Background: an optimization exercise with open tools, aiming at small area, a short achievable clock period and few clock cycles per item. Do not read the settings as production practice.
Function was checked by simulation only, so behaviour that the tests miss may differ from the original.
Power figures rest on the tool's default switching activity, not on a simulated workload.

== job 3116 ==
// qkv_top
module qkv_top #(
	parameter int num_proj = 3
) (
	input  logic        clk,
	input  logic        reset_n,
	input  logic        dut_valid,
	output logic        dut_ready,
	output logic [15:0] input_read_address,
	input  logic [31:0] input_read_data,
	output logic [15:0] weight_read_address,
	input  logic [31:0] weight_read_data,
	output logic        result_write_enable,
	output logic [15:0] result_write_address,
	output logic [31:0] result_write_data
);
Size in the first run: roughly 2,800 cells after synthesis, about 540 flip-flops, ~150 I/O pins, about 30,000 um2 of cells after synthesis.
Settings: LEC_CHECK=0, CAP_MARGIN=20, CORE_MARGIN=2, CORE_UTILIZATION=40, SLEW_MARGIN=20, SYNTH_HIERARCHICAL=1, SYNTH_MINIMUM_KEEP_SIZE=0, SETUP_SLACK_MARGIN=6.25; clock period 9.0 ns.
standard.sh (not shown) runs the stock make flow with config.mk's settings and CLKGATE_MAP_FILE= SYNTH_SCRIPT=/design/flow/synth_recipe.tcl, a recipe that flattens the netlist after the stock synthesis.
==> flow/flow/run.sh <==
#!/bin/bash
set -e
MARGIN=6.25
echo "export SETUP_SLACK_MARGIN = $MARGIN" >> config.mk
bash standard.sh > standard.log 2>&1
Testbench counts of job 3116, summed over its fixed seeds: cycles 54,315, macs 53,547.
The inputs of job 5120 differ from those of job 3116 as listed below.
--- a/flow/flow/run.sh
+++ b/flow/flow/run.sh
@@ -3 +3 @@
-MARGIN=6.25
+MARGIN=6
--- a/flow/config.mk
+++ b/flow/config.mk
@@ -14 +14 @@
-export SETUP_SLACK_MARGIN = 6.25
+export SETUP_SLACK_MARGIN = 6
Findings:
- Job 5120 vs job 3116: iteration count of the initial detailed-routing pass down
- Job 5120 vs. job 3116: global-route usage went down by 1.0 points.
- Count of cells resized by post-cts repair went down by more than a quarter going from job 3116 to job 5120.
- Job 3116 and job 5120 ended up with nearly the same worst-case hold slack.
- Looking only at maximum clock frequency, and setting everything else aside, the lower value of job 3116 and job 5120 goes to job 5120.
- NOTE global-route wire length before repair job 3116->job 5120 decreased by a few percent
- Cmp job 5120 vs job 3116: share of the core filled with cells in the final layout lower in job 5120
- Diff job 3116 -> job 5120 | combinational power share | decrease of 1.2 points
- Job 3116 ended up with more cell instances than job 5120 did.
Input-level comparison between job 4055 and job 5120:
--- a/flow/config.mk
+++ b/flow/config.mk
@@ -10,0 +11 @@
+export CTS_BUF_LIST = sky130_fd_sc_hd__clkbuf_8
==> comparison <==
- Compared with job 5120, job 4055 shows a sequential group share of total power that is 0.7 points higher.
- Of job 5120 and job 4055, the higher multi-input gate share of total cell area belongs to job 5120.
- Highest attainable clock frequency: job 4055 vs job 5120 down 1.5%
- Job 4055 falls short of job 5120 in design area.
- In the flow results for job 5120 and job 4055, the worst stage delay on the critical path is larger on job 4055.

--- another note on this design; it stands on its own ---

==> harbor: inputs <==
==> flow/design.v (excerpt) <==
module qkv_top #(
	parameter int num_proj = 3
) (
	input  logic        clk,
	input  logic        reset_n,
	input  logic        dut_valid,
	output logic        dut_ready,
	output logic [15:0] input_read_address,
	input  logic [31:0] input_read_data,
	output logic [15:0] weight_read_address,
	input  logic [31:0] weight_read_data,
	output logic        result_write_enable,
	output logic [15:0] result_write_address,
	output logic [31:0] result_write_data
);
Settings: LEC_CHECK=0, CAP_MARGIN=20, CORE_MARGIN=2, CORE_UTILIZATION=40, SETUP_SLACK_MARGIN=5, SLEW_MARGIN=20; clock period 9.0 ns.
run.sh (not shown) runs the stock make flow with config.mk's settings and CLKGATE_MAP_FILE= SYNTH_SCRIPT=/design/flow/synth_recipe.tcl, a recipe that flattens the netlist after the stock synthesis.
==> inputs of willow, as changes to harbor <==
--- a/flow/config.mk
+++ b/flow/config.mk
@@ -8,5 +8,4 @@
 export CAP_MARGIN = 20
 export CORE_MARGIN = 2
 export CORE_UTILIZATION = 40
-export SETUP_SLACK_MARGIN = 5
 export SLEW_MARGIN = 20
==> results by group <==
Detailed routing
  – DR vias/cell: ~5.3
  – Met3 routed wirelength: 4.161 mm

Finish
  – Finished Cell Area: approximately 34000 sq um
  – Signal buf overhead: 5.071%
  – Fill cell count: 6792

Worst setup path
  – Reg2reg end: u_operand_fetch.input_read_address[0]$_SDFF_PP1_

Power and ir drop
  – Switching portion of total power: between 30% and 40%

Outcome
  – Status: finished clean

Timing
  – Peak Freq: 0.2603 GHz
the above is filed under willow

==> results by group <==
Finish
  – Finished Cell Area: approximately 34000 sq um
  – Signal buf overhead: 5.071%

Detailed routing
  – Met3 routed wirelength: 4.160 mm

Worst setup path
  – Reg2reg end: u_operand_fetch.ic[6]$_DFFE_PP_

Outcome
  – Status: finished clean

Power and ir drop
  – Switching portion of total power: 36.21%

Timing
  – Peak Freq: 0.2676 GHz
the above is filed under harbor

Testbench counts of harbor, summed over its fixed seeds: cycles 54,315, macs 53,547.
Testbench counts of willow, summed over its fixed seeds: cycles 54,315, macs 53,547.

==> static timing again, ports no longer ideal <==
No port has a modelled driver above. Below, the same layouts with a new extraction and two added sets of constraints. Step 1: set_driving_cell puts a clkbuf_16 on clk and a buf_2 on each other input, an assumption about the parent block. Step 2 adds t to the input delays and takes it off the output delays; t is the mean of the earliest and latest rising clock arrival at the registers after step 1. Input paths then give back, and output paths get back, about the clock's delay inside the block. a / b / c = ideal ports / drivers / drivers and shift; a / b = the first two.
run	shift t [ns]	setup slack, ns	pins driven straight from the clock port
job 3116	0.711	6.041 / 5.974 / 5.626	1
job 5120	0.690	5.997 / 5.985 / 5.459	1
job 4055	0.753	5.951 / 5.921 / 5.468	1
harbor	0.702	5.263 / 5.263 / 5.263	1
willow	0.702	5.158 / 5.158 / 5.158	1
After both steps every run listed still meets setup and hold. For job 5120, which loses most, drivers alone change the setup slack by -0.012 ns; drivers and shift together by -0.538 ns.
